What follows belongs to an exercise in optimizing a design on an open flow for a short achievable clock period and few clock cycles; a production flow would make more cautious choices.
In this exercise RTL edits were held to simulation tests only and were not proved equivalent to the original.
Power figures rest on the tool's default switching activity, not on a simulated workload.

[config.mk]
export PLATFORM = sky130hd
export DESIGN_NAME = rv_core_top
export DESIGN_NICKNAME = rv_core_top
export VERILOG_FILES = /design/flow/design.v
export SDC_FILE = /design/flow/constraint.sdc
export NUM_CORES = 4
export LEC_CHECK = 0
export CAP_MARGIN = 20
export CORE_MARGIN = 2
export CORE_UTILIZATION = 30
export PLACE_DENSITY = 0.38
export SETUP_SLACK_MARGIN = 5
export SLEW_MARGIN = 20
[constraint.sdc]
create_clock -name core_clock -period 9.0 [get_ports {clk}]
set_input_delay 1.8000 -clock core_clock [delete_from_list [all_inputs] [get_ports {clk}]]
set_output_delay 1.8000 -clock core_clock [all_outputs]
set_load 0.01 [all_outputs]
[design.v]
`timescale 1ns/1ps
`default_nettype none
package rv_core_pkg;
    typedef logic [31:0] word_t;
    typedef logic [4:0]  reg_addr_t;
    typedef logic [31:0] pc_t;
    typedef enum logic [3:0] {
        ALU_ADD,
        ALU_SUB,
        ALU_AND,
        ALU_OR,
        ALU_XOR,
        ALU_SLT,
        ALU_SLTU,
        ALU_SLL,
        ALU_SRL,
        ALU_SRA,
        ALU_PASS_B
    } alu_op_t;
    typedef enum logic [2:0] {
        PAUSED,
        FETCH,
        DECODE,
        EXECUTE,
        MEM_WAIT,
        WRITEBACK
    } ctrl_state_t;
    localparam logic [6:0] OPC_OP     = 7'b0110011;
    localparam logic [6:0] OPC_OP_IMM = 7'b0010011;
    localparam logic [6:0] OPC_LUI    = 7'b0110111;
    localparam logic [6:0] OPC_LOAD   = 7'b0000011;
    localparam logic [6:0] OPC_STORE  = 7'b0100011;
    localparam logic [6:0] OPC_SYSTEM = 7'b1110011;
endpackage
`default_nettype wire
`timescale 1ns/1ps
`timescale 1ns/1ps
`default_nettype none
module rv_decode (
    input  wire  rv_core_pkg::word_t ir_i,
    output rv_core_pkg::reg_addr_t   rs1_o,
    output rv_core_pkg::reg_addr_t   rs2_o,
    output rv_core_pkg::reg_addr_t   rd_o,
    output logic                     use_rs1_o,
    output logic                     use_rs2_o,
    output logic                     b_is_imm_o,
    output rv_core_pkg::word_t       imm_o,
    output logic                     writes_rd_o,
    output logic                     is_load_o,
    output logic                     is_store_o,
    output logic                     is_ebreak_o,
    output logic                     sub_o,
    output logic                     arith_o,
    output logic                     sel_add_o,
    output logic                     sel_slt_o,
    output logic                     sel_sltu_o,
    output logic                     sel_sll_o,
    output logic                     sel_sr_o,
    output logic                     sel_xor_o,
    output logic                     sel_or_o,
    output logic                     sel_and_o
);
    logic [6:0] opcode;
    logic [2:0] f3;
    logic       is_op;
    logic       is_opi;
    logic       is_lui;
    logic       is_alu;
    assign opcode = ir_i[6:0];
    assign f3     = ir_i[14:12];
    assign rs1_o = ir_i[19:15];
    assign rs2_o = ir_i[24:20];
    assign rd_o  = ir_i[11:7];
    assign is_op       = (opcode == rv_core_pkg::OPC_OP);
    assign is_opi      = (opcode == rv_core_pkg::OPC_OP_IMM);
    assign is_lui      = (opcode == rv_core_pkg::OPC_LUI);
    assign is_load_o   = (opcode == rv_core_pkg::OPC_LOAD);
    assign is_store_o  = (opcode == rv_core_pkg::OPC_STORE);
    assign is_ebreak_o = (ir_i == 32'h0010_0073);
    assign is_alu      = is_op || is_opi;
    assign use_rs1_o   = is_alu || is_load_o || is_store_o;
    assign use_rs2_o   = is_op || is_store_o;
    assign b_is_imm_o  = !is_op;
    assign writes_rd_o = (is_alu || is_lui || is_load_o) && (rd_o != 5'd0);
    always_comb begin
        if (is_lui) begin
            imm_o = {ir_i[31:12], 12'h000};
        end else if (is_store_o) begin
            imm_o = {{20{ir_i[31]}}, ir_i[31:25], ir_i[11:7]};
        end else begin
            imm_o = {{20{ir_i[31]}}, ir_i[31:20]};
        end
    end
    assign sub_o      = is_alu && ((f3 == 3'b000 && is_op && ir_i[30]) || f3 == 3'b010 || f3 == 3'b011);
    assign arith_o    = ir_i[30];
    assign sel_add_o  = !is_alu || (f3 == 3'b000);
    assign sel_slt_o  = is_alu && (f3 == 3'b010);
    assign sel_sltu_o = is_alu && (f3 == 3'b011);
    assign sel_sll_o  = is_alu && (f3 == 3'b001);
    assign sel_sr_o   = is_alu && (f3 == 3'b101);
    assign sel_xor_o  = is_alu && (f3 == 3'b100);
    assign sel_or_o   = is_alu && (f3 == 3'b110);
    assign sel_and_o  = is_alu && (f3 == 3'b111);
endmodule
`default_nettype wire
`timescale 1ns/1ps
`default_nettype none
module rv_reg_file (
    input  wire                          clk,
    input  wire                          rst_i,
    input  wire                          paused_i,
    input  wire  rv_core_pkg::reg_addr_t rs1_addr_i,
    input  wire  rv_core_pkg::reg_addr_t rs2_addr_i,
    output rv_core_pkg::word_t           rs1_data_o,
    output rv_core_pkg::word_t           rs2_data_o,
    input  wire  rv_core_pkg::reg_addr_t wa_addr_i,
    input  wire                          wa_we_i,
    input  wire  rv_core_pkg::word_t     wa_data_i,
    input  wire  rv_core_pkg::reg_addr_t dbg_reg_addr_i,
    input  wire                          dbg_reg_we_i,
    input  wire  rv_core_pkg::word_t     dbg_reg_wdata_i,
    output rv_core_pkg::word_t           dbg_reg_rdata_o
);
    rv_core_pkg::word_t     regs [1:31];
    rv_core_pkg::reg_addr_t port_b_addr;
    rv_core_pkg::reg_addr_t wr_addr;
    rv_core_pkg::word_t     wr_data;
    logic                   wr_en;
    logic                   dbg_wr;
    assign dbg_wr      = paused_i && dbg_reg_we_i;
    assign port_b_addr = paused_i ? dbg_reg_addr_i : rs2_addr_i;
    assign wr_addr     = dbg_wr ? dbg_reg_addr_i  : wa_addr_i;
    assign wr_data     = dbg_wr ? dbg_reg_wdata_i : wa_data_i;
    assign wr_en       = dbg_wr || wa_we_i;
    assign rs1_data_o = (rs1_addr_i == '0)  ? '0 : regs[rs1_addr_i];
    assign rs2_data_o = (port_b_addr == '0) ? '0 : regs[port_b_addr];
    always_ff @(posedge clk) begin
        if (rst_i) begin
            for (int i = 1; i < 32; i++) begin
                regs[i] <= '0;
            end
        end else if (wr_en && (wr_addr != '0)) begin
            regs[wr_addr] <= wr_data;
        end
    end
    always_ff @(posedge clk) begin
        if (wa_we_i && (wa_addr_i == dbg_reg_addr_i) && (dbg_reg_addr_i != '0)) begin
            dbg_reg_rdata_o <= wa_data_i;
        end else begin
            dbg_reg_rdata_o <= rs2_data_o;
        end
    end
endmodule
`default_nettype wire
`timescale 1ns/1ps
`default_nettype none
module rv_alu (
    input  wire  rv_core_pkg::word_t a_i,
    input  wire  rv_core_pkg::word_t b_i,
    input  wire                      sub_i,
    input  wire                      arith_i,
    input  wire                      sel_add_i,
    input  wire                      sel_slt_i,
    input  wire                      sel_sltu_i,
    input  wire                      sel_sll_i,
    input  wire                      sel_sr_i,
    input  wire                      sel_xor_i,
    input  wire                      sel_or_i,
    input  wire                      sel_and_i,
    output rv_core_pkg::word_t       result_o
);
    rv_core_pkg::word_t sum;
    logic [32:0]        sum_wide;
    rv_core_pkg::word_t sll;
    rv_core_pkg::word_t sr;
    logic [32:0]        sr_wide;
    logic               lt_s;
    logic               lt_u;
    logic [4:0]         shamt;
    assign shamt = b_i[4:0];
    assign sum_wide = {a_i, 1'b1} + {b_i ^ {32{sub_i}}, sub_i};
    assign sum      = sum_wide[32:1];
    assign lt_s  = (a_i[31] ^ b_i[31]) ? a_i[31] : sum[31];
    assign lt_u  = (a_i[31] ^ b_i[31]) ? b_i[31] : sum[31];
    assign sll   = a_i << shamt;
    assign sr_wide = $signed({arith_i & a_i[31], a_i}) >>> shamt;
    assign sr      = sr_wide[31:0];
    assign result_o = ({32{sel_add_i}} & sum)
                    | ({32{sel_slt_i}} & {31'b0, lt_s})
                    | ({32{sel_sltu_i}} & {31'b0, lt_u})
                    | ({32{sel_sll_i}} & sll)
                    | ({32{sel_sr_i}} & sr)
                    | ({32{sel_xor_i}} & (a_i ^ b_i))
                    | ({32{sel_or_i}} & (a_i | b_i))
                    | ({32{sel_and_i}} & (a_i & b_i));
endmodule
`default_nettype wire
`timescale 1ns/1ps
`timescale 1ns/1ps
`timescale 1ns/1ps
`default_nettype none
module rv_core_top #(
    parameter int MEM_ADDR_BITS = 12
) (
    input  wire                          clk,
    input  wire                          rst_i,
    input  wire                          start_i,
    input  wire  rv_core_pkg::pc_t       start_addr_i,
    output logic [MEM_ADDR_BITS-1:0]     mem_addr_o,
    output logic                         mem_we_o,
    output rv_core_pkg::word_t           mem_wdata_o,
    input  wire  rv_core_pkg::word_t     mem_rdata_i,
    input  wire  rv_core_pkg::reg_addr_t dbg_reg_addr_i,
    input  wire                          dbg_reg_we_i,
    input  wire  rv_core_pkg::word_t     dbg_reg_wdata_i,
    output rv_core_pkg::word_t           dbg_reg_rdata_o,
    output rv_core_pkg::pc_t             peek_pc_o,
    output logic                         processor_paused_o
);
    localparam int AW    = MEM_ADDR_BITS;
    localparam int DEPTH = 4;
    localparam int CW    = 3;         
    localparam int SB    = 8;         
    localparam int SBW   = 3;
    logic          paused_q;
    logic          start;
    logic          pause_d;
    logic          running;
    logic [AW-1:0] pa_q;
    logic          pwe_q;
    rv_core_pkg::word_t pwd_q;
    logic          pf_q;         
    logic          pl_q;         
    rv_core_pkg::reg_addr_t pl_rd_q;
    logic          rf_q;
    logic          rl_q;
    rv_core_pkg::reg_addr_t rl_rd_q;
    logic [AW-1:0] fetch_pc_q;
    logic [AW-1:0] rr_pc_q;      
    rv_core_pkg::word_t q_ir [DEPTH];
    logic [CW-1:0] count_q;
    logic          ex_we_q;      
    logic          ex_ld_q;      
    logic          ex_st_q;
    rv_core_pkg::reg_addr_t ex_rd_q;
    rv_core_pkg::word_t ex_a_q;
    rv_core_pkg::word_t ex_b_q;
    rv_core_pkg::word_t ex_s_q;
    logic          ex_sub_q;
    logic          ex_arith_q;
    logic [7:0]    ex_sel_q;
    logic          w_we_q;
    logic          w_bus_q;      
    rv_core_pkg::reg_addr_t w_rd_q;
    rv_core_pkg::word_t w_q;
    assign running = !paused_q;
    assign start   = paused_q && start_i;
    rv_core_pkg::word_t     head;
    logic                   head_valid;
    rv_core_pkg::reg_addr_t rs1, rs2, rd;
    logic                   use_rs1, use_rs2, b_is_imm, writes_rd;
    logic                   is_load, is_store, is_ebreak;
    rv_core_pkg::word_t     imm;
    logic                   d_sub, d_arith;
    logic [7:0]             d_sel;
    rv_core_pkg::word_t     rf1, rf2;
    rv_core_pkg::word_t     rs1_val, rs2_val;
    logic                   stall;
    logic                   issue;
    assign head       = q_ir[0];
    assign head_valid = (count_q != '0);
    rv_decode u_decode (
        .ir_i        (head),
        .rs1_o       (rs1),
        .rs2_o       (rs2),
        .rd_o        (rd),
        .use_rs1_o   (use_rs1),
        .use_rs2_o   (use_rs2),
        .b_is_imm_o  (b_is_imm),
        .imm_o       (imm),
        .writes_rd_o (writes_rd),
        .is_load_o   (is_load),
        .is_store_o  (is_store),
        .is_ebreak_o (is_ebreak),
        .sub_o       (d_sub),
        .arith_o     (d_arith),
        .sel_add_o   (d_sel[0]),
        .sel_slt_o   (d_sel[1]),
        .sel_sltu_o  (d_sel[2]),
        .sel_sll_o   (d_sel[3]),
        .sel_sr_o    (d_sel[4]),
        .sel_xor_o   (d_sel[5]),
        .sel_or_o    (d_sel[6]),
        .sel_and_o   (d_sel[7])
    );
    assign stall = (use_rs1 && ((ex_ld_q && ex_rd_q == rs1) || (pl_q && pl_rd_q == rs1)))
                || (use_rs2 && ((ex_ld_q && ex_rd_q == rs2) || (pl_q && pl_rd_q == rs2)))
                || (pl_q && writes_rd)
                || (ex_ld_q && writes_rd && ex_rd_q == rd);
    assign issue = running && head_valid && !stall && !is_ebreak;
    assign pause_d = running && head_valid && is_ebreak && !ex_ld_q && !ex_st_q && !pl_q;
    logic fwd_a, fwd_b, fwd_s;
    assign fwd_a = use_rs1 && ex_we_q && (ex_rd_q == rs1);
    assign fwd_b = !b_is_imm && ex_we_q && (ex_rd_q == rs2);
    assign fwd_s = is_store && ex_we_q && (ex_rd_q == rs2);
    always_comb begin
        if (w_we_q && w_rd_q == rs1 && !(w_bus_q && rl_q && rl_rd_q == rs1)) rs1_val = w_q;
        else if (rl_q && rl_rd_q == rs1)   rs1_val = mem_rdata_i;
        else                               rs1_val = rf1;
        if (w_we_q && w_rd_q == rs2 && !(w_bus_q && rl_q && rl_rd_q == rs2)) rs2_val = w_q;
        else if (rl_q && rl_rd_q == rs2)   rs2_val = mem_rdata_i;
        else                               rs2_val = rf2;
    end
    rv_core_pkg::word_t ex_a, ex_b, ex_s, alu_result;
    logic [13:0]        ea;
    logic               mem_op;
    logic               fetch_go;
    assign ex_a   = ex_a_q;
    assign ex_b   = ex_b_q;
    assign ex_s   = ex_s_q;
    assign ea     = ex_a[13:0] + ex_b[13:0];
    logic [SB-1:0]      sb_v_q;
    logic [AW-1:0]      sb_tag_q [SB];
    rv_core_pkg::word_t sb_data_q [SB];
    logic [SBW-1:0]     sb_ptr_q;
    logic [SB-1:0]      sb_match;
    logic               sb_hit;
    rv_core_pkg::word_t sb_rdata;
    logic               ld_hit;
    always_comb begin
        sb_rdata = '0;
        for (int i = 0; i < SB; i++) begin
            sb_match[i] = sb_v_q[i] && (sb_tag_q[i] == ea[AW+1:2]);
            sb_rdata    = sb_rdata | ({32{sb_match[i]}} & sb_data_q[i]);
        end
    end
    assign sb_hit = |sb_match;
    assign ld_hit = ex_ld_q && sb_hit;
    assign mem_op = (ex_ld_q && !sb_hit) || ex_st_q;
    rv_alu u_alu (
        .a_i        (ex_a),
        .b_i        (ex_b),
        .sub_i      (ex_sub_q),
        .arith_i    (ex_arith_q),
        .sel_add_i  (ex_sel_q[0]),
        .sel_slt_i  (ex_sel_q[1]),
        .sel_sltu_i (ex_sel_q[2]),
        .sel_sll_i  (ex_sel_q[3]),
        .sel_sr_i   (ex_sel_q[4]),
        .sel_xor_i  (ex_sel_q[5]),
        .sel_or_i   (ex_sel_q[6]),
        .sel_and_i  (ex_sel_q[7]),
        .result_o   (alu_result)
    );
    assign fetch_go = running && !pause_d && !mem_op
                   && ((count_q + CW'(rf_q) + CW'(pf_q)) < CW'(DEPTH));
    always_ff @(posedge clk) begin
        if (rst_i) begin
            paused_q   <= 1'b1;
            pwe_q      <= 1'b0;
            pf_q       <= 1'b0;
            pl_q       <= 1'b0;
            rf_q       <= 1'b0;
            rl_q       <= 1'b0;
            rr_pc_q    <= '0;
            count_q    <= '0;
            sb_v_q     <= '0;
            sb_ptr_q   <= '0;
            ex_we_q    <= 1'b0;
            ex_ld_q    <= 1'b0;
            ex_st_q    <= 1'b0;
            w_we_q     <= 1'b0;
            w_bus_q    <= 1'b0;
        end else begin
            rf_q    <= pf_q && !start;
            rl_q    <= pl_q;
            pl_q    <= ex_ld_q && !sb_hit;
            pwe_q   <= ex_st_q;
            pf_q    <= fetch_go || start;
            if (paused_q) begin
                w_we_q <= w_we_q && dbg_reg_we_i && (dbg_reg_addr_i != w_rd_q);
            end else begin
                w_we_q <= ex_we_q || ld_hit || rl_q;
            end
            w_bus_q <= rl_q;
            if (start) begin
                sb_v_q   <= '0;
                sb_ptr_q <= '0;
            end else if (ex_st_q) begin
                for (int i = 0; i < SB; i++) begin
                    if (sb_ptr_q == SBW'(i)) sb_v_q[i] <= 1'b1;
                    else if (sb_match[i])    sb_v_q[i] <= 1'b0;
                end
                sb_ptr_q <= sb_ptr_q + SBW'(1);
            end
            ex_we_q <= issue && writes_rd && !is_load;
            ex_ld_q <= issue && writes_rd && is_load;
            ex_st_q <= issue && is_store;
            if (start) begin
                rr_pc_q <= start_addr_i[AW+1:2];
            end else if (issue) begin
                rr_pc_q <= rr_pc_q + AW'(1);
            end
            if (start) begin
                count_q <= '0;
            end else begin
                count_q <= count_q + CW'(rf_q) - CW'(issue);
            end
            if (start) begin
                paused_q <= 1'b0;
            end else if (pause_d) begin
                paused_q <= 1'b1;
            end
        end
    end
    always_ff @(posedge clk) begin
        rl_rd_q <= pl_rd_q;
        pl_rd_q <= ex_rd_q;
        pwd_q   <= ex_s;
        if (start) begin
            pa_q       <= start_addr_i[AW+1:2];
            fetch_pc_q <= start_addr_i[AW+1:2];
        end else if (mem_op) begin
            pa_q <= ea[AW+1:2];
        end else if (fetch_go) begin
            pa_q       <= fetch_pc_q + AW'(1);
            fetch_pc_q <= fetch_pc_q + AW'(1);
        end
        if (!paused_q) begin
            w_rd_q <= rl_q ? rl_rd_q : ex_rd_q;
            w_q    <= rl_q ? mem_rdata_i : (ex_ld_q ? sb_rdata : alu_result);
        end
        for (int i = 0; i < SB; i++) begin
            if (ex_st_q && (sb_ptr_q == SBW'(i))) begin
                sb_tag_q[i]  <= ea[AW+1:2];
                sb_data_q[i] <= ex_s;
            end
        end
        ex_rd_q <= rd;
        ex_a_q  <= fwd_a ? alu_result : (use_rs1 ? rs1_val : '0);
        ex_b_q  <= fwd_b ? alu_result : (b_is_imm ? imm : rs2_val);
        ex_s_q  <= fwd_s ? alu_result : rs2_val;
        ex_sub_q   <= d_sub;
        ex_arith_q <= d_arith;
        ex_sel_q   <= d_sel;
        for (int i = 0; i < DEPTH; i++) begin
            if (issue) begin
                if (rf_q && (CW'(i) == count_q - CW'(1))) begin
                    q_ir[i] <= mem_rdata_i;
                end else if (i + 1 < DEPTH) begin
                    q_ir[i] <= q_ir[(i + 1) % DEPTH];
                end
            end else if (rf_q && (CW'(i) == count_q)) begin
                q_ir[i] <= mem_rdata_i;
            end
        end
    end
    rv_reg_file u_reg_file (
        .clk             (clk),
        .rst_i           (rst_i),
        .paused_i        (paused_q),
        .rs1_addr_i      (rs1),
        .rs2_addr_i      (rs2),
        .rs1_data_o      (rf1),
        .rs2_data_o      (rf2),
        .wa_addr_i       (w_rd_q),
        .wa_we_i         (w_we_q),
        .wa_data_i       (w_q),
        .dbg_reg_addr_i  (dbg_reg_addr_i),
        .dbg_reg_we_i    (dbg_reg_we_i),
        .dbg_reg_wdata_i (dbg_reg_wdata_i),
        .dbg_reg_rdata_o (dbg_reg_rdata_o)
    );
    assign mem_addr_o         = pa_q;
    assign mem_we_o           = pwe_q;
    assign mem_wdata_o        = pwd_q;
    assign peek_pc_o          = {{(30 - AW){1'b0}}, rr_pc_q, 2'b00};
    assign processor_paused_o = paused_q;
endmodule
`default_nettype wire
[run.sh]
#!/bin/bash
# synth_recipe.tcl (not shown) runs the flow's synth.tcl, then flattens the netlist and writes it again
# the make line also repeats each setting of config.mk as NAME=value (left out here)
make -C /OpenROAD-flow-scripts/flow DESIGN_CONFIG=/design/flow/config.mk WORK_HOME=/design/flow/orfs CLKGATE_MAP_FILE= SYNTH_SCRIPT=/design/flow/synth_recipe.tcl finish
==> results.py, run 1 <==
metrics = {
    "global_routing": {
        "grt_max_degree": 124,
        "overflow": 0,
        "grt_usage_pct": 28.1,
        "grt_pass1_wl_um": 619000,
        "grt_pass1_vias": 71800,
        "antenna_found_initial": 31,
    },
    "logic_synthesis": {
        "syn-instance-count": 8498,
        "yosysTopAreaCell": "edfxtp_1",
        "synthDistinctLibCells": 106,
        "async_flop_share_pct": 0,
        "yosysWarnings": 6,
        "synth_top_flop_cell": "edfxtp_1",
        "synth_top_area_share_pct": 50.3,
        "synth-edff-count": 1565,
        "synth_area_leaders": "edfxtp_1 50%, mux4_2 8.6%, nand2_1 5.5%, nor2_1 5.2%, dfxtp_1 4.9%",
        "netlist_top_cells_count": "1565 x edfxtp_1, 1359 x nand2_1, 1297 x nor2_1, 597 x nand3_1, 578 x clkbuf_1",
        "syn_area_per_cell_um2": 11.0,
        "synth-seq-cells": 1792,
        "yosys.cell_count.top_type": "edfxtp_1",
        "netlist_area_mm2": 0.0935,
        "seq_area_frac_synth_pct": 55.1,
    },
    "setup_path": {
        "crit_type": "reg2reg",
        "worst-path-max-fanout": 6,
        "required_ns": 9.76,
        "ff2ff_path_depth": 15,
        "r2r_start": "ex_b_q[1]",
        "endpoint_kind": "register",
        "crit_arrival_ns": 5.21,
        "r2r-end": "w_q[10]",
        "reg2reg_slack_ns": 4.55,
        "cp-start-kind": "register",
    },
    "route": {
        "totalWireLength_um": 465000,
        "first_iter_violations": 8538,
        "routedWlPerCell_um": 35.3,
        "via_per_inst": 5.68,
        "route.detailed.drc": 0,
        "ant_nets": 0,
        "dr_total_vias": 74800,
        "first_pass_iters": 6,
    },
    "final_layout": {
        "syn2layout_area_growth_pct": 25.5,
        "drive_gt1_share_pct": 23.1,
        "nNetsFinal": 9065,
    },
    "min_path": {
        "holdPathEnd": "rl_rd_q[1]",
        "holdCritPathClass": "reg2reg",
        "min-delay-start": "pl_rd_q[1]",
        "whs_path_depth": 0,
    },
    "floorplanning": {
        "die_x_um": 562,
        "die_h_um": 562,
        "core_area_mm2": 0.310,
        "start_util_pct": 30.2,
        "die-area_mm2": 0.316,
        "ios": 215,
        "fp-row-count": 204,
    },
    "cts": {
        "cts_tree": "yes",
        "worstSkewPairLatency_ns": 0.94,
        "cts_buffer_depth": 4,
        "cts_hold_buf": 0,
        "root_buffer": "clkbuf_16",
        "cts_buffers": 218,
        "clkSinkCount": 1792,
        "htree_num_levels": 4,
        "clk_pin_slew_worst_paths_ns": 0.06,
    },
    "timing": {
        "timing.slew.headroom_pct": 21.1,
        "hold_viol": 0,
        "finalSetupViolations": 0,
        "clock.fmax_mhz": 225,
        "period_share_pct": 49.4,
        "slew_viol_final": 0,
        "period_needed_ns": 4.45,
        "skew_ns": 0.0726,
        "rsz0062_at_grt": "yes",
        "tightest_slew_ns": 1.17,
        "tns_ns": 0,
    },
    "power": {
        "design_power_total_w": 0.0230,
        "peakVddDrop_uv": 165,
        "p_per_area_mw_per_mm2": 196,
        "total_leakage_power_nw": 42.9,
    },
    "placed_design": {
        "portBuffers": 174,
        "place_hpwl_um": 278000,
        "place_congestion": 0.917,
    },
    "run_status": {
        "status": "complete, no violations",
    },
    "run": {
        "maxCapViolations": 0,
    },
}
worst max path at each step:
stage | startpoint | end | slack (ns) | cells after the start
floorplan | ex_b_q[2] | pa_q[3] | 4.89 | 18
global placement | dbg_reg_addr_i[1] | ex_b_q[10] | 2.03 | 14
detailed placement | dbg_reg_addr_i[1] | ex_b_q[10] | 2.02 | 14
global route | ex_b_q[1] | w_q[10] | 4.50 | 15
finish | ex_b_q[1] | w_q[10] | 4.55 | 15
CTS | ex_b_q[1] | w_q[4] | 4.61 | 15
metal layers:
metal  part of all wire (%)  track usage (%)
met5                  0.014                0
met4                    6.0             14.3
met3                    6.9             4.18
met2                     48             47.6
met1                     39             34.8
final cells by class:
type,count,area (µm²)
well taps,4120,5150
clock inverters,110,1010
clock buffers,292,6150
repair inverters,2,20.0
repair buffers,807,9830
flip-flops and latches,1792,51600
inverters,181,731
fillers,30000,192000
multi-input cells,5850,42800
diodes,21,52.6
stage by stage:
stage	util, %	cell area (µm²)	worst slack (ns)	hold slack (ns)	std cells
3_3_place_gp	32.6	101000	2.03	0.395	12300
6_report	37.9	117000	4.55	0.395	13200
4_1_cts	37.0	115000	4.61	0.394	13000
3_5_place_dp	32.7	101000	2.02	0.385	12400
2_1_floorplan	-	94400	4.89	0.373	8549
5_1_grt	37.9	117000	4.50	0.412	13200
sequential cells by signal (all words and copies together), names as in the netlist, 12 cells and up, named ones only:
signal and cells:
ex_a_q 32, ex_b_q 32, ex_s_q 32, fetch_pc_q 12, pa_q 12, pwd_q 32, q_ir 128, rr_pc_q 12
sb_data_q 256, sb_tag_q 96, u_reg_file.dbg_reg_rdata_o 32, u_reg_file.regs 1024, w_q 32
cells in the final DEF, fill, tap and decap left out, drive strengths merged, types with 18 or more instances in the layout:
cell	netlist	final
clkinv	2	89
o211a	19	19
buf	173	599
nand2	1360	1360
clkdlybuf4s50	0	166
xor2	110	110
clkbuf	578	316
a311oi	146	146
o22ai	19	19
a311o	58	58
o21ai	182	182
nand4	26	26
and2	24	25
o21a	26	26
xnor2	108	108
a32oi	23	23
diode	0	21
dfxtp	227	227
mux2	187	194
conb	1	52
ha	108	108
a21oi	297	297
or3	17	18
o211ai	34	34
edfxtp	1565	1565
mux4	359	359
nor2	1299	1299
nor4	27	27
inv	179	184
mux2i	140	144
nor3	68	68
and3	84	84
a221oi	40	40
a222oi	32	32
a22oi	41	41
a21o	36	36
a211oi	47	47
nand3	597	597
nand2b	52	64
power by group:
group | switching, W | internal (W)
Combinational | 0.00252 | 0.00157
Sequential | 0.000361 | 0.00946
Clock | 0.00384 | 0.00524
Total | 0.00671 | 0.0163
kinds of logic (layout without fill, tap and decap cells):
kind of cell / count (synthesis) / in the layout / share of synthesized area [%]
AOI/OAI and AO/OA: 1151 / 1151 / 8.75
xor gates and xnor gates: 219 / 219 / 2.10
adders and majority gates: 108 / 108 / 1.45
buffers and inverters: 932 / 1392 / 3.91
DFF: 1792 / 1792 / 55.1
muxes: 686 / 697 / 12.4
other: 1 / 73 / 0.00401
and+or+nand+nor: 3609 / 3623 / 16.3
timing repair:
action                                  in CTS  in global routing
gates cloned                                43                 32
hold endpoints to repair                     0                  0
pin swaps                                  148                152
gates resized for setup                    574                211
buffers inserted                           229                 88
endpoints found under the setup margin    2021                465
worst max-delay path, cell delays in order, from the launching register on:
cell	delay [ns]
dfxtp_4	0.41
clkinv_8	0.08
ha_4	0.26
a211o_4	0.42
a211o_4	0.40
a41oi_4	0.32
buf_6	0.15
nor3_2	0.04
and4b_2	0.35
nand4_1	0.18
nor4b_4	0.39
buf_6	0.20
a32oi_2	0.06
o211a_4	0.18
a311oi_4	0.67
a21o_1	0.15
Testbench counts, summed over its fixed seeds: cycles 18,077.
==> inputs of run 2 (changes only) <==
--- a/design.v
+++ b/design.v
@@ -119,4 +119,2 @@
     input  wire  rv_core_pkg::reg_addr_t dbg_reg_addr_i,
-    input  wire                          dbg_reg_we_i,
-    input  wire  rv_core_pkg::word_t     dbg_reg_wdata_i,
     output rv_core_pkg::word_t           dbg_reg_rdata_o
@@ -125,11 +123,3 @@
     rv_core_pkg::reg_addr_t port_b_addr;
-    rv_core_pkg::reg_addr_t wr_addr;
-    rv_core_pkg::word_t     wr_data;
-    logic                   wr_en;
-    logic                   dbg_wr;
-    assign dbg_wr      = paused_i && dbg_reg_we_i;
     assign port_b_addr = paused_i ? dbg_reg_addr_i : rs2_addr_i;
-    assign wr_addr     = dbg_wr ? dbg_reg_addr_i  : wa_addr_i;
-    assign wr_data     = dbg_wr ? dbg_reg_wdata_i : wa_data_i;
-    assign wr_en       = dbg_wr || wa_we_i;
     assign rs1_data_o = (rs1_addr_i == '0)  ? '0 : regs[rs1_addr_i];
@@ -141,4 +131,4 @@
             end
-        end else if (wr_en && (wr_addr != '0)) begin
-            regs[wr_addr] <= wr_data;
+        end else if (wa_we_i && (wa_addr_i != '0)) begin
+            regs[wa_addr_i] <= wa_data_i;
         end
@@ -157,5 +147,8 @@
 module rv_alu (
+    input  wire  rv_core_pkg::word_t add_a_i,
+    input  wire  rv_core_pkg::word_t add_b_i,
+    input  wire                      cin_i,
     input  wire  rv_core_pkg::word_t a_i,
     input  wire  rv_core_pkg::word_t b_i,
-    input  wire                      sub_i,
+    input  wire  [4:0]               shamt_i,
     input  wire                      arith_i,
@@ -178,5 +171,3 @@
     logic               lt_u;
-    logic [4:0]         shamt;
-    assign shamt = b_i[4:0];
-    assign sum_wide = {a_i, 1'b1} + {b_i ^ {32{sub_i}}, sub_i};
+    assign sum_wide = {add_a_i, 1'b1} + {add_b_i, cin_i};
     assign sum      = sum_wide[32:1];
@@ -184,4 +175,4 @@
     assign lt_u  = (a_i[31] ^ b_i[31]) ? b_i[31] : sum[31];
-    assign sll   = a_i << shamt;
-    assign sr_wide = $signed({arith_i & a_i[31], a_i}) >>> shamt;
+    assign sll   = a_i << shamt_i;
+    assign sr_wide = $signed({arith_i & a_i[31], a_i}) >>> shamt_i;
     assign sr      = sr_wide[31:0];
@@ -220,3 +211,3 @@
     localparam int AW    = MEM_ADDR_BITS;
-    localparam int DEPTH = 4;
+    localparam int DEPTH = 6;
     localparam int CW    = 3;         
@@ -247,2 +238,5 @@
     rv_core_pkg::word_t ex_b_q;
+    rv_core_pkg::word_t add_a_q;      
+    rv_core_pkg::word_t add_b_q;      
+    logic [4:0]         shamt_q;      
     rv_core_pkg::word_t ex_s_q;
@@ -251,2 +245,3 @@
     logic [7:0]    ex_sel_q;
+    rv_core_pkg::word_t ex_a, ex_b, ex_s, alu_result;
     logic          w_we_q;
@@ -269,4 +264,4 @@
     logic                   issue;
-    assign head       = q_ir[0];
-    assign head_valid = (count_q != '0);
+    assign head       = (count_q == '0) ? mem_rdata_i : q_ir[0];
+    assign head_valid = (count_q != '0) || rf_q;
     rv_decode u_decode (
@@ -305,2 +300,7 @@
     assign fwd_s = is_store && ex_we_q && (ex_rd_q == rs2);
+    rv_core_pkg::word_t a_next, b_next;
+    logic               use_add;
+    assign a_next  = fwd_a ? alu_result : (use_rs1 ? rs1_val : '0);
+    assign b_next  = fwd_b ? alu_result : (b_is_imm ? imm : rs2_val);
+    assign use_add = d_sel[0] || d_sel[1] || d_sel[2];
     always_comb begin
@@ -313,3 +313,2 @@
     end
-    rv_core_pkg::word_t ex_a, ex_b, ex_s, alu_result;
     logic [13:0]        ea;
@@ -320,3 +319,16 @@
     assign ex_s   = ex_s_q;
-    assign ea     = ex_a[13:0] + ex_b[13:0];
+    assign ea     = add_a_q[13:0] + add_b_q[13:0];
+    function automatic logic sum_hits(input logic [13:0] a, input logic [13:0] b,
+                                      input logic [AW-1:0] t);
+        logic [13:2] cin;
+        logic        c2;
+        logic        ok;
+        c2  = (a[1] & b[1]) | ((a[1] | b[1]) & a[0] & b[0]);
+        cin = a[13:2] ^ b[13:2] ^ t;
+        ok  = (cin[2] == c2);
+        for (int j = 2; j < 13; j++) begin
+            ok = ok && (cin[j + 1] == ((a[j] & b[j]) | ((a[j] | b[j]) & cin[j])));
+        end
+        sum_hits = ok;
+    endfunction
     logic [SB-1:0]      sb_v_q;
@@ -332,3 +344,3 @@
         for (int i = 0; i < SB; i++) begin
-            sb_match[i] = sb_v_q[i] && (sb_tag_q[i] == ea[AW+1:2]);
+            sb_match[i] = sb_v_q[i] && sum_hits(add_a_q[13:0], add_b_q[13:0], sb_tag_q[i]);
             sb_rdata    = sb_rdata | ({32{sb_match[i]}} & sb_data_q[i]);
@@ -340,5 +352,8 @@
     rv_alu u_alu (
+        .add_a_i    (add_a_q),
+        .add_b_i    (add_b_q),
+        .cin_i      (ex_sub_q),
         .a_i        (ex_a),
         .b_i        (ex_b),
-        .sub_i      (ex_sub_q),
+        .shamt_i    (shamt_q),
         .arith_i    (ex_arith_q),
@@ -380,3 +395,3 @@
             if (paused_q) begin
-                w_we_q <= w_we_q && dbg_reg_we_i && (dbg_reg_addr_i != w_rd_q);
+                w_we_q <= dbg_reg_we_i && (dbg_reg_addr_i != '0);
             end else begin
@@ -420,11 +435,17 @@
         if (start) begin
-            pa_q       <= start_addr_i[AW+1:2];
-            fetch_pc_q <= start_addr_i[AW+1:2];
+            pa_q <= start_addr_i[AW+1:2];
         end else if (mem_op) begin
             pa_q <= ea[AW+1:2];
+        end else begin
+            pa_q <= fetch_pc_q + AW'(1);
+        end
+        if (start) begin
+            fetch_pc_q <= start_addr_i[AW+1:2];
         end else if (fetch_go) begin
-            pa_q       <= fetch_pc_q + AW'(1);
             fetch_pc_q <= fetch_pc_q + AW'(1);
         end
-        if (!paused_q) begin
+        if (paused_q) begin
+            w_rd_q <= dbg_reg_addr_i;
+            w_q    <= dbg_reg_wdata_i;
+        end else begin
             w_rd_q <= rl_q ? rl_rd_q : ex_rd_q;
@@ -439,4 +460,7 @@
         ex_rd_q <= rd;
-        ex_a_q  <= fwd_a ? alu_result : (use_rs1 ? rs1_val : '0);
-        ex_b_q  <= fwd_b ? alu_result : (b_is_imm ? imm : rs2_val);
+        ex_a_q  <= a_next;
+        ex_b_q  <= b_next;
+        add_a_q <= use_add ? a_next : '0;
+        add_b_q <= use_add ? (b_next ^ {32{d_sub}}) : '0;
+        shamt_q <= (d_sel[3] || d_sel[4]) ? b_next[4:0] : 5'd0;
         ex_s_q  <= fwd_s ? alu_result : rs2_val;
@@ -469,4 +493,2 @@
         .dbg_reg_addr_i  (dbg_reg_addr_i),
-        .dbg_reg_we_i    (dbg_reg_we_i),
-        .dbg_reg_wdata_i (dbg_reg_wdata_i),
         .dbg_reg_rdata_o (dbg_reg_rdata_o)
==> run 2 against run 1 <==
  * Still clean
  * Non-clock buffer count is 749 higher
  * Clock power is 8.3% higher
  * Clock skew is 0.047 ns higher
  * Setup slack worse by 0.040 ns
  * Combinational power is 150% higher
  * Via count is 28% higher
  * Synthesized cell count is 19% higher
==> results.py, run 2 <==
metrics = {
    "floorplanning": {
        "die-area_mm2": 0.358,
        "fp-row-count": 218,
        "die_x_um": 598,
        "ios": 215,
        "die_h_um": 598,
        "start_util_pct": 30.1,
        "core_area_mm2": 0.352,
    },
    "setup_path": {
        "crit_arrival_ns": 5.42,
        "crit_type": "in2reg",
        "cp-start-kind": "primary input",
        "required_ns": 9.93,
        "r2r_start": "count_q[2]",
        "endpoint_kind": "register",
        "worst-path-max-fanout": 6,
        "critPathLaunch": "mem_rdata_i[21]",
    },
    "route": {
        "routedWlPerCell_um": 40.4,
        "via_per_inst": 6.04,
        "totalWireLength_um": 640000,
        "ant_nets": 0,
        "route.detailed.drc": 0,
        "first_iter_violations": 13100,
        "first_pass_iters": 8,
        "dr_total_vias": 95800,
    },
    "logic_synthesis": {
        "yosysTopAreaCell": "edfxtp_1",
        "netlist_top_cells_count": "1580 x edfxtp_1, 1475 x nand2_1, 932 x and2_1, 581 x clkbuf_1, 427 x a21oi_1",
        "synth_area_leaders": "edfxtp_1 45%, dfxtp_1 6.4%, and2_1 5.5%, nand2_1 5.2%, mux2i_1 2.5%",
        "synth-seq-cells": 1920,
        "synth_top_area_share_pct": 44.8,
        "async_flop_share_pct": 0,
        "synth-edff-count": 1580,
        "syn-instance-count": 10100,
        "netlist_area_mm2": 0.106,
        "yosys.cell_count.top_type": "edfxtp_1",
        "synth_top_flop_cell": "edfxtp_1",
        "yosysWarnings": 6,
        "syn_area_per_cell_um2": 10.5,
        "seq_area_frac_synth_pct": 51.2,
        "synthDistinctLibCells": 113,
    },
    "final_layout": {
        "syn2layout_area_growth_pct": 34.7,
        "largest_reg_flops": 1024,
        "layout_common_cells": "1580 x edfxtp_1, 1431 x nand2_1, 924 x and2_1",
        "fin_cells": 15900,
        "final_common_cell": "edfxtp_1",
        "drive_gt1_share_pct": 27.3,
        "reg_top3": "u_reg_file.regs: 1024 flops, sb_data_q: 256 flops, q_ir: 192 flops",
        "fillers": 33500,
        "largest_register": "u_reg_file.regs",
        "nNetsFinal": 11300,
        "seqCellArea_mm2": 0.0543,
        "multi_input_area_mm2": 0.0540,
    },
    "min_path": {
        "holdCritPathClass": "reg2reg",
        "min-delay-start": "pl_rd_q[4]",
    },
    "cts": {
        "root_buffer": "clkbuf_16",
        "clk_pin_slew_worst_paths_ns": 0.06,
        "clkSinkCount": 1920,
        "cts_buffer_depth": 4,
        "cts_tree": "yes",
        "cts_buffers": 236,
        "htree_num_levels": 4,
        "cts_hold_buf": 0,
        "worstSkewPairLatency_ns": 1.02,
    },
    "power": {
        "design_power_total_w": 0.0307,
        "comb_power_share_pct": 33.3,
        "total_leakage_power_nw": 52.7,
        "power.switching_w": 0.0111,
        "peakVddDrop_uv": 189,
        "p_per_area_mw_per_mm2": 215,
        "swShare_pct": 36.2,
        "p_clk_share_pct": 32.0,
        "p_int_w": 0.0196,
        "seqPwrFrac_pct": 34.8,
    },
    "timing": {
        "period_share_pct": 49.8,
        "tightest_slew_ns": 1.21,
        "timing.slew.headroom_pct": 18.5,
        "fin_ws_ns": 4.51,
        "clock.fmax_mhz": 223,
        "slew_viol_final": 0,
        "timing.hold.ws_ns": 0.422,
        "tns_ns": 0,
        "period_needed_ns": 4.49,
        "skew_ns": 0.120,
        "rsz0062_at_grt": "yes",
        "finalSetupViolations": 0,
        "hold_viol": 0,
    },
    "global_routing": {
        "grt_util_met2_pct": 52.0,
        "grt_pass1_wl_um": 826000,
        "overflow": 0,
        "met3_usage_pct": 8.17,
        "grt_max_degree": 55,
        "grt_use_met1_pct": 42.8,
        "grt_pass1_vias": 90000,
        "antenna_found_initial": 90,
        "grt_usage_pct": 34.0,
        "top_usage_layer": "met2",
    },
    "placed_design": {
        "place_hpwl_um": 374000,
        "place_congestion": 0.954,
        "dp_cells": 14500,
        "portBuffers": 174,
        "dp_slack_ns": 1.24,
    },
    "run_status": {
        "status": "complete, no violations",
    },
    "run": {
        "maxCapViolations": 0,
    },
}
[run 2: cell count changes after synthesis, moves of 113 or more]
| cell | before | now |
|---|---|---|
| a21oi_1 | 293 | 427 |
| nor2_1 | 1297 | 375 |
| nand3_1 | 597 | 406 |
| mux2i_1 | 139 | 265 |
| a211oi_1 | 46 | 172 |
| nand2_1 | 1359 | 1475 |
| and2_1 | 21 | 932 |
| inv_1 | 179 | 295 |
| mux4_2 | 359 | 103 |
| nor3_1 | 68 | 228 |
| dfxtp_1 | 227 | 340 |
| buf_2 | 29 | 222 |
[run 2: what timing repair did]
| item | in CTS | in global routing |
|---|---|---|
| pin swaps | 238 | 393 |
| buffers inserted | 434 | 295 |
| setup endpoints to repair | 1324 | 587 |
| gates resized for setup | 1209 | 706 |
| cloned | 83 | 55 |
[run 2: layer usage]
| layer | vias up | routed length, µm |
|---|---|---|
| met3 | 1627 | 64600 |
| met1 | 49000 | 246000 |
| met5 | - | 111 |
| met2 | 6091 | 277000 |
| met4 | 16 | 52200 |
| li1 | 39000 | - |
[run 2: final cells by class]
class | instances | area share [%]
clock inverter | 100 | 0.668
antenna | 42 | 0.0737
timing repair buffer | 1556 | 13.7
clock buffer | 319 | 4.72
sequential | 1920 | 38.1
inverter | 302 | 0.810
multi-input combinational | 6995 | 37.9
tap | 4620 | 4.05
[run 2: worst max-delay path, cell delays in order]
cell      delay, ns
buf_12         0.09
or4b_4         0.52
a31oi_4        0.20
buf_12         0.19
buf_16         0.19
buf_16         0.19
buf_12         0.13
buf_16         0.12
nand2_1        0.05
nand4_1        0.10
nand4_1        0.36
o22ai_2        0.40
nand2b_1       0.23
o211ai_1       0.21
buf_4          0.16
a31o_4         0.18
mux2i_1        0.21
[run 2: per-stage QoR]
step                      cell area (µm²)  util [%]
after global placement             115000      32.7
final                              143000      40.5
after CTS                          135000      38.4
after global routing               143000      40.5
after detailed placement           115000      32.7
after floorplan                    107000         -
[run 2: power groups by stage]
stage	registers (W)	logic (W)	clock network, W
global route	0.0107	0.0103	0.0102
CTS	0.0107	0.00880	0.00993
detailed placement	0.0109	0.00694	0
finish	0.0107	0.0102	0.00982
global placement	0.0109	0.00693	0
floorplan	0.0107	0.00322	0
[run 2: final timing paths]
check / to / slack (ns) / cells after the start
worst min register to register: rl_rd_q[4] / 0.42 / 0
worst max register to register: add_b_q[10] / 4.69 / 17
worst max-delay path: add_b_q[10] / 4.51 / 17
worst min-delay path: rl_rd_q[4] / 0.42 / 0
[run 2: kinds of logic (layout without fill, tap and decap cells)]
logic type / Yosys count / after routing / synth area share [%]
AND/OR/NAND/NOR: 3878 / 3892 / 18.0
AO/OA/AOI/OAI: 2066 / 2067 / 14.1
flip-flops: 1920 / 1920 / 51.2
buffers and inverters: 1263 / 2277 / 5.08
multiplexers: 573 / 573 / 6.88
adder cells (fa/ha/maj): 210 / 210 / 3.11
XOR/XNOR: 201 / 201 / 1.66
other: 1 / 94 / 0.00354
Testbench counts of run 2, summed over its fixed seeds: cycles 17,529.
==> inputs of run 3 (changes only) <==
--- a/design.v
+++ b/design.v
@@ -264,4 +264,4 @@
     logic                   issue;
-    assign head       = (count_q == '0) ? mem_rdata_i : q_ir[0];
-    assign head_valid = (count_q != '0) || rf_q;
+    assign head       = q_ir[0];
+    assign head_valid = (count_q != '0);
     rv_decode u_decode (
==> run 3 against run 2 <==
  * Maximum frequency is 9.3% higher
  * Critical endpoint is now add_b_q[24]
  * Die area is 0.66% lower
  * Setup slack better by 0.38 ns
  * Routed wire length is 19% lower
  * Still clean
  * Register-to-register slack better by 0.22 ns
  * Sequential share of layout area is 5.6 points higher
==> results.py, run 3 <==
metrics = {
    "power": {
        "p_clk_share_pct": 39.4,
        "p_per_area_mw_per_mm2": 196,
        "design_power_total_w": 0.0245,
        "seqPwrFrac_pct": 42.8,
        "p_int_w": 0.0171,
        "power.switching_w": 0.00735,
        "comb_power_share_pct": 17.8,
        "total_leakage_power_nw": 44.2,
        "peakVddDrop_uv": 141,
        "swShare_pct": 30.1,
    },
    "logic_synthesis": {
        "seq_area_frac_synth_pct": 51.7,
        "netlist_area_mm2": 0.105,
        "synth_top_flop_cell": "edfxtp_1",
        "syn_area_per_cell_um2": 12.2,
        "netlist_top_cells_count": "1580 x edfxtp_1, 1020 x and2_1, 563 x nand2_1, 506 x clkbuf_1, 464 x mux4_2",
        "yosys.cell_count.top_type": "edfxtp_1",
        "yosysTopAreaCell": "edfxtp_1",
        "yosysWarnings": 6,
        "synth-seq-cells": 1925,
        "synth_area_leaders": "edfxtp_1 45%, mux4_2 9.9%, dfxtp_1 6.6%, and2_1 6.1%, a211oi_1 2.2%",
        "synthDistinctLibCells": 105,
        "syn-instance-count": 8649,
        "synth_top_area_share_pct": 45.1,
        "synth-edff-count": 1580,
        "async_flop_share_pct": 0,
    },
    "final_layout": {
        "fin_util_pct": 35.7,
        "nNetsFinal": 9122,
        "layout_common_cells": "1580 x edfxtp_1, 1013 x and2_1, 548 x nand2_1",
        "final_common_cell": "edfxtp_1",
        "reg_top3": "u_reg_file.regs: 1024 flops, sb_data_q: 256 flops, q_ir: 192 flops",
        "seqCellArea_mm2": 0.0544,
        "largest_reg_flops": 1024,
        "largest_register": "u_reg_file.regs",
        "drive_gt1_share_pct": 21.2,
        "syn2layout_area_growth_pct": 18.5,
        "fin_cells": 13600,
        "multi_input_area_mm2": 0.0487,
        "fillers": 33800,
    },
    "route": {
        "met1_length_um": 214000,
        "ant_nets": 0,
        "route.detailed.drc": 0,
        "first_pass_iters": 6,
        "routedWlPerCell_um": 38.1,
        "first_iter_violations": 9959,
        "met2_length_um": 242000,
        "totalWireLength_um": 519000,
        "dr_total_vias": 80100,
        "via_per_inst": 5.88,
        "top_layer_used": "met5",
        "wl_met3_um": 36900,
    },
    "cts": {
        "cts_tree": "yes",
        "cts_buffer_depth": 4,
        "cts_hold_buf": 0,
        "worstSkewPairLatency_ns": 1.02,
        "clkSinkCount": 1925,
        "clk_pin_slew_worst_paths_ns": 0.07,
        "htree_num_levels": 4,
        "cts_buffers": 234,
        "root_buffer": "clkbuf_16",
    },
    "timing": {
        "tns_ns": 0,
        "tightest_slew_ns": 1.10,
        "period_share_pct": 45.6,
        "finalSetupViolations": 0,
        "slew_viol_final": 0,
        "rsz0062_at_grt": "yes",
        "skew_ns": 0.122,
        "period_needed_ns": 4.10,
        "hold_viol": 0,
        "timing.slew.headroom_pct": 27.0,
        "clock.fmax_mhz": 244,
    },
    "global_routing": {
        "grt_usage_pct": 28.4,
        "grt_pass1_wl_um": 697000,
        "grt_max_degree": 73,
        "overflow": 0,
        "antenna_found_initial": 49,
        "grt_pass1_vias": 77300,
    },
    "setup_path": {
        "crit_path_max_incr_delay_ns": 0.57,
        "path_common_cell": "buf_12",
        "cp-start-kind": "primary input",
        "required_ns": 9.93,
        "crit_chain": "buf_12 > buf_6 > mux2i_4 > buf_12 > buf_12 > nand2_1 > nand3_1 > nand4_1 > a311o_2 > o21ai_0 > o21ai_2 > o221ai_2 > mux2i_1",
        "endpoint_kind": "register",
        "crit_type": "in2reg",
        "crit_arrival_ns": 5.03,
        "worst-path-max-fanout": 32,
        "cp_slowest_cell": "a311o_2",
    },
    "placed_design": {
        "place_hpwl_um": 330000,
        "dp_cells": 13000,
        "portBuffers": 174,
        "place_congestion": 0.917,
    },
    "floorplanning": {
        "fp-row-count": 217,
        "core_area_mm2": 0.349,
        "die_h_um": 596,
        "die-area_mm2": 0.355,
        "start_util_pct": 30.1,
        "die_x_um": 596,
        "ios": 215,
    },
    "min_path": {
        "holdCritPathClass": "reg2reg",
    },
    "run_status": {
        "status": "complete, no violations",
    },
    "run": {
        "maxCapViolations": 0,
    },
}
run 3: cell types whose count changed after synthesis, sizes merged, moves of 88 or more:
cell,before,now
a311oi,196,15
nand2,1475,565
nor2,378,290
mux2i,265,171
nand3,406,116
and2,932,1020
and3,166,42
a211oi,173,310
o211ai,68,175
mux4,103,473
nor3,230,53
run 3: layer usage:
metal,track usage [%],vias to the layer above
li1,-,33100
met1,37.6,42000
met2,45.8,4065
met3,4.62,891
met4,12.2,12
met5,0,-
run 3: worst paths after layout:
path                     start     endpoint  slack [ns]  depth (start not counted)
min reg2reg         pl_rd_q[2]   rl_rd_q[2]        0.40                          0
max          dbg_reg_addr_i[1]  add_b_q[24]        4.90                         13
min                 pl_rd_q[2]   rl_rd_q[2]        0.40                          0
max reg2reg           paused_q  add_b_q[16]        4.91                         12
run 3: power groups by stage:
stage / sequential, W / combinational, W / clock [W]
global placement: 0.0107 / 0.00381 / 0
CTS: 0.0105 / 0.00419 / 0.00981
detailed placement: 0.0107 / 0.00383 / 0
global route: 0.0105 / 0.00446 / 0.0101
floorplan: 0.0105 / 0.00188 / 0
finish: 0.0105 / 0.00434 / 0.00964
run 3: layout make-up:
| type | instances | share of cell area (%) |
|---|---|---|
| diodes | 20 | 0.0401 |
| clock buffers | 310 | 5.15 |
| clock inverters | 124 | 0.939 |
| inverters | 315 | 1.03 |
| multi-input cells | 5670 | 39.0 |
| flip-flops and latches | 1925 | 43.6 |
| well taps | 4599 | 4.61 |
| repair buffers | 657 | 5.53 |
| repair inverters | 4 | 0.0321 |
run 3: worst max-delay path, delay by kind of cell:
family / cells / cell delay [ns]
AO/OA/AOI/OAI: 4 / 1.39
buffers and inverters: 4 / 0.85
multiplexers: 2 / 0.39
AND/OR/NAND/NOR: 3 / 0.43
run 3: timing repair:
action,CTS,global route
pin swaps,32,23
resized for setup,401,96
endpoints found under the setup margin,1468,409
buffers inserted,96,29
cloned,21,5
run 3: cells by family (layout without fill, tap and decap cells):
| kind of cell | count (synthesis) | after routing | synth area share, % |
|---|---|---|---|
| XOR/XNOR | 208 | 208 | 1.73 |
| multiplexers | 824 | 829 | 13.7 |
| flip-flops | 1925 | 1925 | 51.7 |
| other | 1 | 72 | 0.00356 |
| AND/OR/NAND/NOR | 2366 | 2370 | 12.0 |
| buffers and inverters | 1116 | 1410 | 4.49 |
| adder cells (fa/ha/maj) | 210 | 210 | 3.13 |
| AO/OA/AOI/OAI | 1999 | 2001 | 13.3 |
run 3: per-stage QoR:
| stage | hold slack [ns] | worst slack [ns] | area [µm²] |
|---|---|---|---|
| CTS | 0.401 | 4.80 | 124000 |
| floorplan | 0.373 | 4.90 | 106000 |
| global route | 0.413 | 4.88 | 125000 |
| global placement | 0.388 | 2.36 | 113000 |
| detailed placement | 0.388 | 2.33 | 113000 |
| finish | 0.403 | 4.90 | 125000 |
Testbench counts of run 3, summed over its fixed seeds: cycles 17,824.
==> inputs of run 4 (changes only) <==
--- a/design.v
+++ b/design.v
@@ -123,2 +123,6 @@
     rv_core_pkg::reg_addr_t port_b_addr;
+    logic                   clr_q;
+    always_ff @(posedge clk) begin
+        clr_q <= rst_i;
+    end
     assign port_b_addr = paused_i ? dbg_reg_addr_i : rs2_addr_i;
@@ -127,3 +131,3 @@
     always_ff @(posedge clk) begin
-        if (rst_i) begin
+        if (clr_q) begin
             for (int i = 1; i < 32; i++) begin
@@ -136,3 +140,5 @@
     always_ff @(posedge clk) begin
-        if (wa_we_i && (wa_addr_i == dbg_reg_addr_i) && (dbg_reg_addr_i != '0)) begin
+        if (clr_q) begin
+            dbg_reg_rdata_o <= '0;
+        end else if (wa_we_i && (wa_addr_i == dbg_reg_addr_i) && (dbg_reg_addr_i != '0)) begin
             dbg_reg_rdata_o <= wa_data_i;
==> flow/run.sh (new file) <==
#!/bin/bash
set -euo pipefail
sed -E 's/SETUP_SLACK_MARGIN=[0-9.]+/SETUP_SLACK_MARGIN=5.6/' standard.sh > standard_margin.sh
grep -q 'SETUP_SLACK_MARGIN=5.6' standard_margin.sh
bash standard_margin.sh finish > orfs_make.log 2>&1
==> standard.sh (new file) <==
#!/bin/bash
# synth_recipe.tcl (not shown) runs the flow's synth.tcl, then flattens the netlist and writes it again
# the make line also repeats each setting of config.mk as NAME=value (left out here)
make -C /OpenROAD-flow-scripts/flow DESIGN_CONFIG=/design/flow/config.mk WORK_HOME=/design/flow/orfs CLKGATE_MAP_FILE= SYNTH_SCRIPT=/design/flow/synth_recipe.tcl "${@:-finish}"
removed: run.sh
==> run 4 against run 3 <==
  * Clock skew decreased by 0.034 ns
  * Maximum frequency increased by 5.3%
  * Synthesized area about the same
  * Critical path type unchanged
  * Critical endpoint is now add_b_q[26]
  * Register-to-register slack improved by 0.29 ns
  * First-iteration DRC count decreased by 5.7%
  * Clock power increased by 1%
  * Synthesized cell count decreased by 0.29%
  * Setup slack improved by 0.20 ns
==> results.py, run 4 <==
metrics = {
    "run_status": {
        "status": "complete, no violations",
    },
    "timing": {
        "fin_ws_ns": 5.10,
        "slew_viol_final": 0,
        "rsz0062_at_grt": "yes",
        "skew_ns": 0.0884,
        "tightest_slew_ns": 1.19,
        "period_share_pct": 43.3,
        "period_needed_ns": 3.90,
        "tns_ns": 0,
        "hold_viol": 0,
        "timing.slew.headroom_pct": 20.7,
        "finalSetupViolations": 0,
        "clock.fmax_mhz": 257,
    },
    "cts": {
        "cts_buffer_depth": 4,
        "clkSinkCount": 1926,
        "worstSkewPairLatency_ns": 1.00,
        "root_buffer": "clkbuf_16",
        "cts_buffers": 238,
        "cts_tree": "yes",
        "clk_pin_slew_worst_paths_ns": 0.06,
        "htree_num_levels": 4,
    },
    "final_layout": {
        "reg_top3": "u_reg_file.regs: 1024 flops, sb_data_q: 256 flops, q_ir: 192 flops",
        "fillers": 33100,
        "drive_gt1_share_pct": 31.3,
        "largest_reg_flops": 1024,
        "nNetsFinal": 9602,
        "largest_register": "u_reg_file.regs",
        "multi_input_area_mm2": 0.0520,
        "layout_common_cells": "1580 x edfxtp_1, 1015 x and2_1, 574 x buf_4",
        "final_common_cell": "edfxtp_1",
        "syn2layout_area_growth_pct": 28.9,
        "seqCellArea_mm2": 0.0545,
    },
    "logic_synthesis": {
        "synth_top_area_share_pct": 45.1,
        "synth-seq-cells": 1926,
        "yosysTopAreaCell": "edfxtp_1",
        "netlist_area_mm2": 0.105,
        "async_flop_share_pct": 0,
        "syn-instance-count": 8624,
        "yosys.cell_count.top_type": "edfxtp_1",
        "synth-edff-count": 1580,
        "netlist_top_cells_count": "1580 x edfxtp_1, 1022 x and2_1, 555 x nand2_1, 454 x clkbuf_1, 416 x mux4_2",
        "seq_area_frac_synth_pct": 51.7,
        "synth_area_leaders": "edfxtp_1 45%, mux4_2 8.9%, dfxtp_1 6.6%, and2_1 6.1%, mux2_2 2.3%",
        "synth_top_flop_cell": "edfxtp_1",
        "syn_area_per_cell_um2": 12.2,
        "yosysWarnings": 6,
        "synthDistinctLibCells": 114,
    },
    "setup_path": {
        "worst-path-max-fanout": 6,
        "crit_chain": "buf_16 > mux2_4 > buf_12 > buf_16 > mux2i_2 > mux4_2 > nand2_4 > a32oi_4 > a311oi_4 > a2111oi_4 > or3_1 > a21oi_1",
        "cpLargestDelayFamily": "multiplexers",
        "crit_type": "in2reg",
        "crit_arrival_ns": 4.76,
        "cp-start-kind": "primary input",
        "crit_cells": 12,
        "path_common_cell": "buf_16",
        "endpoint_kind": "register",
        "ff2ff_path_depth": 11,
        "required_ns": 9.87,
        "crit_buf_inv": 3,
        "cp_slowest_cell": "mux4_2",
        "crit_path_max_incr_delay_ns": 0.66,
    },
    "power": {
        "p_int_w": 0.0176,
        "comb_power_share_pct": 19.5,
        "p_per_area_mw_per_mm2": 185,
        "swShare_pct": 30.1,
        "power.switching_w": 0.00756,
        "total_leakage_power_nw": 49.3,
        "p_clk_share_pct": 38.8,
        "peakVddDrop_uv": 161,
        "seqPwrFrac_pct": 41.6,
        "design_power_total_w": 0.0251,
    },
    "route": {
        "routedWlPerCell_um": 37.6,
        "totalWireLength_um": 531000,
        "route.detailed.drc": 0,
        "first_pass_iters": 8,
        "first_iter_violations": 9392,
        "dr_total_vias": 81600,
        "ant_nets": 0,
        "via_per_inst": 5.78,
    },
    "global_routing": {
        "grt_pass1_wl_um": 710000,
        "overflow": 0,
        "grt_usage_pct": 28.9,
        "grt_max_degree": 66,
        "grt_pass1_vias": 78900,
        "antenna_found_initial": 52,
    },
    "placed_design": {
        "dp_slack_ns": 2.53,
        "place_hpwl_um": 324000,
        "place_congestion": 0.903,
        "portBuffers": 174,
    },
    "floorplanning": {
        "ios": 215,
        "die-area_mm2": 0.355,
        "fp-row-count": 217,
        "start_util_pct": 30.1,
        "core_area_mm2": 0.349,
        "die_x_um": 596,
        "die_h_um": 596,
    },
    "min_path": {
        "holdCritPathClass": "reg2reg",
        "whs_path_depth": 0,
    },
    "run": {
        "maxCapViolations": 0,
    },
}
[run 4: per-layer routing]
layer / GRT usage (%) / wire [µm] / vias to the layer above
met5: 0 / 64 / -
met4: 12.2 / 27300 / 10
met3: 4.35 / 37600 / 833
met2: 46.8 / 247000 / 3841
met1: 38.6 / 220000 / 42800
li1: - / - / 34000
[run 4: power by group through the flow]
stage / Sequential [W] / Combinational (W) / Clock [W]
floorplan: 0.0105 / 0.00193 / 0
global placement: 0.0107 / 0.00360 / 0
detailed placement: 0.0107 / 0.00361 / 0
CTS: 0.0105 / 0.00455 / 0.00994
global route: 0.0105 / 0.00503 / 0.0102
finish: 0.0105 / 0.00491 / 0.00976
[run 4: path summary, 6_finish.rpt]
check | start | end | slack (ns)
worst max-delay path | dbg_reg_addr_i[0] | add_b_q[26] | 5.10
worst min-delay path | pl_rd_q[2] | rl_rd_q[2] | 0.40
worst max register to register | q_ir[0][20] | add_b_q[26] | 5.20
worst min register to register | pl_rd_q[2] | rl_rd_q[2] | 0.40
[run 4: cell families (layout without fill, tap and decap cells)]
logic type | after synthesis | in the layout | synth area share (%)
simple gates | 2422 | 2423 | 12.2
compound gates | 1927 | 1928 | 13.2
flops | 1926 | 1926 | 51.7
buf+inv | 1057 | 1857 | 4.50
mux | 867 | 876 | 13.5
xor+xnor | 214 | 214 | 1.78
fa+ha+maj | 210 | 210 | 3.14
other cells | 1 | 88 | 0.00357
[run 4: what timing repair did]
action | in CTS | in global routing
resized for setup | 1406 | 364
hold buffers | 0 | 0
setup endpoints to repair | 1647 | 336
pin swaps | 253 | 244
setup buffers | 352 | 204
gates cloned | 100 | 16
[run 4: final cells by class]
| class | instances | area share, % |
|---|---|---|
| Sequential cell | 1926 | 40.3 |
| Multi-Input combinational cell | 5703 | 38.4 |
| Timing Repair Buffer | 1165 | 10.5 |
| Clock buffer | 319 | 4.92 |
| Tap cell | 4599 | 4.25 |
| Clock inverter | 120 | 0.771 |
| Inverter | 248 | 0.761 |
| Antenna cell | 36 | 0.0665 |
| Timing Repair inverter | 5 | 0.0397 |
[run 4: worst reg2reg max path, cell delays in order (launching register included)]
cell	delay (ns)
edfxtp_1	0.52
buf_12	0.23
xor2_1	0.17
nor3_1	0.25
and4_2	0.45
or2_4	0.42
buf_8	0.36
nor2_1	0.16
a311oi_4	0.56
a2111oi_4	0.10
or3_1	0.37
a21oi_1	0.12
[run 4: through the flow]
step           hold slack (ns)  instances  util (%)  area, µm²
3_5_place_dp             0.385      13000      32.3     113000
5_1_grt                  0.393      14100      38.8     135000
3_3_place_gp             0.381      13000      32.2     113000
6_report                 0.395      14100      38.8     135000
2_1_floorplan            0.373       8675         -     106000
4_1_cts                  0.382      13900      37.7     131000
Testbench counts of run 4, summed over its fixed seeds: cycles 17,824.
==> inputs of run 5 (changes only) <==
--- a/design.v
+++ b/design.v
@@ -110,3 +110,2 @@
     input  wire                          rst_i,
-    input  wire                          paused_i,
     input  wire  rv_core_pkg::reg_addr_t rs1_addr_i,
@@ -127,3 +126,3 @@
     end
-    assign port_b_addr = paused_i ? dbg_reg_addr_i : rs2_addr_i;
+    assign port_b_addr = rs2_addr_i;
     assign rs1_data_o = (rs1_addr_i == '0)  ? '0 : regs[rs1_addr_i];
@@ -145,3 +144,3 @@
         end else begin
-            dbg_reg_rdata_o <= rs2_data_o;
+            dbg_reg_rdata_o <= (dbg_reg_addr_i == '0) ? '0 : regs[dbg_reg_addr_i];
         end
@@ -490,3 +489,2 @@
         .rst_i           (rst_i),
-        .paused_i        (paused_q),
         .rs1_addr_i      (rs1),
==> run 5 against run 4 <==
  * First-iteration DRC count is 3.8% lower
  * Cell count is 7.0% lower
  * Worst hold slack better by 0.0058 ns
  * Via count is 6.2% lower
  * Maximum frequency is 11% higher
  * Design area is 2.5% lower
  * Critical endpoint is now add_a_q[4]
  * Largest cell class unchanged
==> results.py, run 5 <==
metrics = {
    "setup_path": {
        "crit_type": "reg2reg",
        "worst-path-max-fanout": 18,
        "endpoint_kind": "register",
        "crit_arrival_ns": 4.36,
        "required_ns": 9.85,
        "cp-start-kind": "register",
    },
    "logic_synthesis": {
        "yosys.cell_count.top_type": "edfxtp_1",
        "syn_area_per_cell_um2": 14.1,
        "async_flop_share_pct": 0,
        "synthSimpleGateAreaFrac_pct": 10.2,
        "synth-seq-cells": 1931,
        "synth_top_family_by_area": "multiplexers",
        "synth_top_area_share_pct": 43.7,
        "synth_area_leaders": "edfxtp_1 44%, mux4_2 20%, dfxtp_1 6.5%, and2_1 5.8%, mux2_2 2.3%",
        "synth_compound_area_share_pct": 6.67,
        "synth_xor_area_share_pct": 1.64,
        "netlist_area_mm2": 0.109,
        "synthMuxAreaShare_pct": 24.4,
        "yosysWarnings": 6,
        "netlist_top_cells_count": "1580 x edfxtp_1, 1014 x and2_1, 987 x mux4_2, 452 x clkbuf_1, 351 x dfxtp_1",
        "seq_area_frac_synth_pct": 50.2,
        "synth_top_flop_cell": "edfxtp_1",
        "yosysTopAreaCell": "edfxtp_1",
        "synthDistinctLibCells": 103,
        "syn-instance-count": 7706,
        "synth-edff-count": 1580,
        "synth_fa_ha_area_share_pct": 3.04,
    },
    "route": {
        "dr_total_vias": 76500,
        "first_pass_iters": 6,
        "routedWlPerCell_um": 41.3,
        "via_per_inst": 5.82,
        "ant_nets": 0,
        "first_iter_violations": 9037,
        "totalWireLength_um": 543000,
        "route.detailed.drc": 0,
    },
    "timing": {
        "period_share_pct": 39.0,
        "finalSetupViolations": 0,
        "timing.hold.ws_ns": 0.401,
        "tns_ns": 0,
        "slew_viol_final": 0,
        "period_needed_ns": 3.51,
        "tightest_slew_ns": 1.17,
        "timing.slew.headroom_pct": 21.8,
        "hold_viol": 0,
        "fin_ws_ns": 5.49,
        "clock.fmax_mhz": 285,
        "rsz0062_at_grt": "yes",
        "skew_ns": 0.0754,
    },
    "min_path": {
        "min-delay-start": "pl_rd_q[4]",
        "holdCritPathClass": "reg2reg",
    },
    "final_layout": {
        "final_common_cell": "edfxtp_1",
        "layout_common_cells": "1580 x edfxtp_1, 1007 x and2_1, 987 x mux4_2",
        "largest_reg_flops": 1024,
        "drive_gt1_share_pct": 34.2,
        "largest_register": "u_reg_file.regs",
        "nNetsFinal": 8449,
        "reg_top3": "u_reg_file.regs: 1024 flops, sb_data_q: 256 flops, q_ir: 192 flops",
        "syn2layout_area_growth_pct": 21.7,
    },
    "cts": {
        "root_buffer": "clkbuf_16",
        "worstSkewPairLatency_ns": 0.99,
        "clkSinkCount": 1931,
        "clk_pin_slew_worst_paths_ns": 0.06,
        "htree_num_levels": 4,
        "cts_tree": "yes",
        "cts_hold_buf": 0,
        "cts_buffers": 237,
        "cts_buffer_depth": 4,
    },
    "placed_design": {
        "place_hpwl_um": 333000,
        "dp_slack_ns": 3.73,
        "place_congestion": 0.927,
        "portBuffers": 174,
    },
    "floorplanning": {
        "die_h_um": 606,
        "core_area_mm2": 0.360,
        "die-area_mm2": 0.367,
        "fp-row-count": 220,
        "start_util_pct": 30.2,
        "die_x_um": 606,
        "ios": 215,
    },
    "global_routing": {
        "grt_usage_pct": 28.7,
        "grt_pass1_wl_um": 709000,
        "grt_pass1_vias": 75500,
        "grt_max_degree": 63,
        "overflow": 0,
        "antenna_found_initial": 63,
    },
    "power": {
        "p_per_area_mw_per_mm2": 186,
        "total_leakage_power_nw": 47.2,
        "peakVddDrop_uv": 171,
    },
    "run_status": {
        "status": "complete, no violations",
    },
    "run": {
        "maxCapViolations": 0,
    },
}
## run 5: metrics by stage
stage / power [W] / std cells / utilization, % / instance area, µm²
after detailed placement: 0.0141 / 12300 / 32.3 / 116000
after global routing: 0.0251 / 13100 / 36.7 / 132000
final: 0.0246 / 13100 / 36.7 / 132000
after CTS: 0.0246 / 13000 / 36.1 / 130000
after global placement: 0.0141 / 12300 / 32.3 / 116000
after floorplan: 0.0124 / 7757 / - / 109000
## run 5: kinds of logic (layout without fill, tap and decap cells)
| logic type | Yosys count | in the layout |
|---|---|---|
| compound gates | 1002 | 1003 |
| xor+xnor | 195 | 195 |
| fa+ha+maj | 210 | 210 |
| buf+inv | 972 | 1555 |
| flops | 1931 | 1931 |
| mux | 1383 | 1383 |
| other cells | 1 | 74 |
| simple gates | 2012 | 2013 |
## run 5: final cells by class
class / instances / area, µm²
repair buffers: 853 / 9700
inverters: 255 / 983
clock buffers: 332 / 6790
diodes: 22 / 55.1
multi-input cells: 4856 / 52500
clock inverters: 115 / 1310
fillers: 34300 / 228000
flip-flops and latches: 1931 / 54700
well taps: 4773 / 5970
## run 5: what timing repair did
action | in CTS | in global routing
buffers inserted | 206 | 107
gates resized for setup | 851 | 156
cloned | 42 | 19
pin swaps | 49 | 58
endpoints found under the setup margin | 1188 | 470
## run 5: worst paths after layout
kind / end / slack [ns] / cells past startpoint
max: add_a_q[4] / 5.49 / 10
min: rl_rd_q[4] / 0.40 / 0
max reg2reg: add_a_q[4] / 5.49 / 10
min reg2reg: rl_rd_q[4] / 0.40 / 0
## run 5: per-layer routing
metal / vias to the layer above / wire length (µm) / GRT usage, %
met1: 41200 / 213000 / 36.3
met5: - / 121 / 0
met2: 3677 / 264000 / 48.6
met4: 12 / 29700 / 13.1
met3: 935 / 36300 / 4.20
li1: 30700 / - / -
## run 5: power by group
part / internal (W) / switching (W)
Sequential: 0.0101 / 0.000349
Combinational: 0.00159 / 0.00236
Clock: 0.00589 / 0.00429
## run 5: worst max-delay path: stages, from the launching register on
cell and delay, ns:
dfxtp_4 0.48, buf_8 0.21, bufbuf_16 0.37, buf_16 0.21, mux4_2 0.34, mux4_2 0.53
mux2i_4 0.27, o211ai_1 0.13, o211ai_1 0.40, o21ai_2 0.20, and2_4 0.20
Testbench counts of run 5, summed over its fixed seeds: cycles 17,824.

Re-timed with assumed drivers on the ports (clkbuf_16 on the clock, buf_2 on other inputs), run 5 has 5.488 ns of setup slack against 5.488 ns with ideal ports, and 4.517 ns once port delays also move by the mid clock arrival of 1.050 ns.
